This design comes from an exercise in tuning for a short achievable clock period and few clock cycles on the open sky130 flow, not from production work.
In this exercise RTL edits were held to simulation tests only and were not proved equivalent to the original.
The clock port is modelled as an ideal driver; clocking choices that lean on that would not hold on a real chip.
Power figures rest on the tool's default switching activity, not on a simulated workload.

==> run a <==
Design lc3b_cache, start of the top module:
module lc3b_cache (
	input wire logic clk,
	input wire logic rst_n,
	input wire logic mem_read,
	input wire logic mem_write,
	input logic [16-1:0] mem_address,
	input logic [16-1:0] mem_wdata,
	input logic [1:0] mem_byte_enable,
	output logic [16-1:0] mem_rdata,
	output logic mem_resp,
	output logic pmem_read,
	output logic pmem_write,
	output logic [9+3-1:0] pmem_address,
	output logic [128-1:0] pmem_wdata,
	input logic [128-1:0] pmem_rdata,
	input wire logic pmem_resp
	);
export LEC_CHECK = 0
export CAP_MARGIN = 20
export CORE_MARGIN = 2
export CORE_UTILIZATION = 50
export SETUP_SLACK_MARGIN = 4.4
export SLEW_MARGIN = 80
export SYNTH_HIERARCHICAL = 1
create_clock -name core_clock -period 7.0 [get_ports {clk}]
standard.sh (not shown) runs the stock make flow with config.mk's settings and CLKGATE_MAP_FILE= SYNTH_SCRIPT=/design/flow/synth_recipe.tcl, a recipe that flattens the netlist after the stock synthesis.
==> flow/flow/run.sh <==
#!/bin/bash
# Own layout flow: the standard ORFS flow (the standard.sh, with its
# synthesis unchanged), with
# - the port buffers made as buf_8 cells instead of the small delay buffers
#   buffer_ports picks by default,
# - the resizer free to change a cell's footprint,
# - a fanout limit set before each repair step (flow/max_fanout.tcl).
# Each step's full log is kept by ORFS under orfs/logs/; make's own output
# goes to make_finish.log here.
set -euo pipefail
W=$(pwd)
MF="$W/flow/max_fanout.tcl"
bash "$W/standard.sh" \
	MATCH_CELL_FOOTPRINT=0 \
	"BUFFER_PORTS_ARGS=-buffer_cell sky130_fd_sc_hd__buf_8" \
	PRE_RESIZE_TCL="$MF" \
	PRE_CTS_TCL="$MF" \
	PRE_GLOBAL_ROUTE_TCL="$MF" \
	finish > "$W/make_finish.log" 2>&1
==> flow/flow/max_fanout.tcl <==
# Limit the fanout the resizer leaves on any net, so that high-fanout nets
# (the address bits and their decoded selects) get balanced buffer trees
# instead of chains of slew-repair buffers.
set_max_fanout 16 [current_design]
==> run b (differences from run a) <==
--- a/flow/design.v
+++ b/flow/design.v
@@ -350,15 +350,13 @@
 logic req;
 assign req_tag = mem_address[15:7];
 assign index = mem_address[6:4];
 assign word = mem_address[3:1];
 assign req = mem_read | mem_write;
 logic [SETS-1:0] idx_oh;
-logic [7:0] word_oh;
 dec3_oh u_idx_dec (.a(index), .oh(idx_oh));
-dec3_oh u_word_dec (.a(word), .oh(word_oh));
 logic e_busy;
 assign e_busy = e_wb | e_fill;
 logic fill_now;
 assign fill_now = e_fill & pmem_resp;
 logic pend;
 assign pend = e_busy && (index == f_idx);
@@ -386,14 +384,14 @@
 	sel8_oh #(.W(WB)) u_word (.oh(w_oh), .d(data_array[i]), .y(words_flat[WB*i +: WB]));
 end
 logic [1:0] e_arr, r_en;
 assign e_arr = {2{rd_wait}} & ~wmask_q;
 assign r_en = ~e_arr;
 logic [7:0] arr_oh_lo, arr_oh_hi;
-dec3en_oh u_arr_dec_lo (.a(word), .en(e_arr[0]), .oh(arr_oh_lo));
-dec3en_oh u_arr_dec_hi (.a(word), .en(e_arr[1]), .oh(arr_oh_hi));
+dec3en_oh u_arr_dec_lo (.a(wc_word), .en(e_arr[0]), .oh(arr_oh_lo));
+dec3en_oh u_arr_dec_hi (.a(wc_word), .en(e_arr[1]), .oh(arr_oh_hi));
 logic [WB-1:0] arrive_word;
 sel8_oh #(.W(8)) u_arrive_lo (.oh(arr_oh_lo), .d(lo_bytes), .y(arrive_word[7:0]));
 sel8_oh #(.W(8)) u_arrive_hi (.oh(arr_oh_hi), .d(hi_bytes), .y(arrive_word[15:8]));
 logic [8*SETS-1:0] lo_words, hi_words;
 for (genvar i = 0; i < SETS; i++) begin : g_half
 	assign lo_words[8*i +: 8] = words_flat[WB*i +: 8];
@@ -402,24 +400,26 @@
 logic [SETS-1:0] r_oh_lo, r_oh_hi;
 dec3en_oh u_r_dec_lo (.a(index), .en(r_en[0]), .oh(r_oh_lo));
 dec3en_oh u_r_dec_hi (.a(index), .en(r_en[1]), .oh(r_oh_hi));
 logic [WB-1:0] word_out;
 sel8c_oh #(.W(8)) u_rword_lo (.oh(r_oh_lo), .d(lo_words), .c(arrive_word[7:0]), .y(word_out[7:0]));
 sel8c_oh #(.W(8)) u_rword_hi (.oh(r_oh_hi), .d(hi_words), .c(arrive_word[15:8]), .y(word_out[15:8]));
-logic [LB*SETS-1:0] all_lines;
-for (genvar i = 0; i < SETS; i++) begin : g_lines
-	assign all_lines[LB*i +: LB] = data_array[i];
-end
 logic [TB*SETS-1:0] vtags_flat;
 for (genvar i = 0; i < SETS; i++) begin : g_vtag
 	mux2_w #(.W(TB)) u_vt (.s(valid[i] & dirty[i]), .a(tag_array[i]), .b(req_tag), .y(vtags_flat[TB*i +: TB]));
 end
-logic [SETS-1:0] l_oh;
-dec3en_oh u_l_dec (.a(index), .en(!e_wb), .oh(l_oh));
 logic [LB-1:0] pwdata_d;
-sel8c_oh #(.W(LB)) u_pwdata (.oh(l_oh), .d(all_lines), .c({LB{e_wb}} & pwdata_q), .y(pwdata_d));
+for (genvar k = 0; k < LB / WB; k++) begin : g_pw
+	logic [SETS-1:0] l_oh;
+	logic [WB*SETS-1:0] slices;
+	for (genvar i = 0; i < SETS; i++) begin : g_slice
+		assign slices[WB*i +: WB] = data_array[i][WB*k +: WB];
+	end
+	dec3en_oh u_l_dec (.a(index), .en(!e_wb), .oh(l_oh));
+	sel8c_oh #(.W(WB)) u_pwdata (.oh(l_oh), .d(slices), .c({WB{e_wb}} & pwdata_q[WB*k +: WB]), .y(pwdata_d[WB*k +: WB]));
+end
 logic look_en;
 assign look_en = !e_busy || fill_now;
 logic [TB+IB-1:0] paddr_busy, paddr_d;
 mux2_w #(.W(TB+IB)) u_paddr_busy (.s(e_wb && pmem_resp), .a({f_tag, f_idx}), .b(paddr_q), .y(paddr_busy));
 logic [SETS-1:0] a_oh;
 dec3en_oh u_a_dec (.a(index), .en(look_en), .oh(a_oh));
- CORE_UTILIZATION: 50 -> 60
- CTS_CLUSTER_DIAMETER: default -> 100
- CTS_CLUSTER_SIZE: default -> 20
==> run c (differences from run a) <==
- CORE_UTILIZATION: 50 -> 60
- SETUP_SLACK_MARGIN: 4.4 -> 4.25
==> results.txt <==
GRT Util Overall: run a 44.1%; run c 51.0%; run b 52.1%
Setup bufs post-CTS: run a 67; run c 25; run b 85
Via count: run a 60200; run c 62300; run b 62900
Cell area after synthesis: run a 0.0754 mm^2; run c 0.0754 mm^2; run b 0.0761 mm^2
Register share of the cell area: run a 37.9%; run c 38.6%; run b 38.8%
Area of all sequential standard cells: run a 0.0383 mm^2; run c 0.0381 mm^2; run b 0.0383 mm^2
Effective utilization at floorplan: run a 50.4%; run c 60.2%; run b 60.5%
Path depth of the worst reg2reg path: run a 11; run c 10; run b 10
Final wirelength: run a 348 mm; run c 339 mm; run b 349 mm
Simple logic cell fraction of the synthesized area: run a 8.38%; run c 8.38%; run b 9.20%
Run status: run a finished clean; run c finished clean; run b finished clean
Adder-cell share of the synthesized area: run a 0.216%; run c 0.216%; run b 0.214%
Met2 track demand over resource in global routing: run a 63.7%; run c 72.4%; run b 76.9%
Number of antenna violations at the first check in global routing: run a 11; run c 19; run b 23
Clock net power: run a 8.44 mW; run c 8.12 mW; run b 5.47 mW
Number of clock-tree buffers in the layout: run a 234; run c 205; run b 167
Testbench counts of run a, summed over its fixed seeds: cycles 70,052.
Testbench counts of run b, summed over its fixed seeds: cycles 70,052.
Testbench counts of run c, summed over its fixed seeds: cycles 70,052.

-- re-timing with driven ports --
The flow's constraints put no driver on any port. The routed layouts listed below were extracted and timed again, unchanged, in two steps.
Step 1 (the two cells are an assumption about what drives the block):
set clk [get_ports {clk}]
set_driving_cell -lib_cell sky130_fd_sc_hd__clkbuf_16 $clk
set_driving_cell -lib_cell sky130_fd_sc_hd__buf_2 [delete_from_list [all_inputs] $clk]
Step 2 times the ports against the registers' clock, not the clock port: input delays grow and output delays shrink by t, the midpoint of the rising clock arrivals with the driver on.
Slacks: no drivers / after step 1 / after step 2; pairs: no drivers / after step 1.
run | t, ns | setup slack, ns | clock arrival spread, ns | worst register clock-pin slew, ns
run a | 0.875 | 4.181 / 4.162 / 3.327 | 0.025 / 0.025 | 0.07 / 0.07
run b | 0.831 | 3.878 / 3.849 / 3.017 | 0.032 / 0.031 | 0.08 / 0.08
run c | 0.895 | 4.078 / 4.122 / 3.227 | 0.035 / 0.036 | 0.07 / 0.07
After both steps setup and hold are still met in every run listed. The setup slack of run b, which loses most, moves by -0.029 ns with the drivers and by -0.861 ns with both steps.
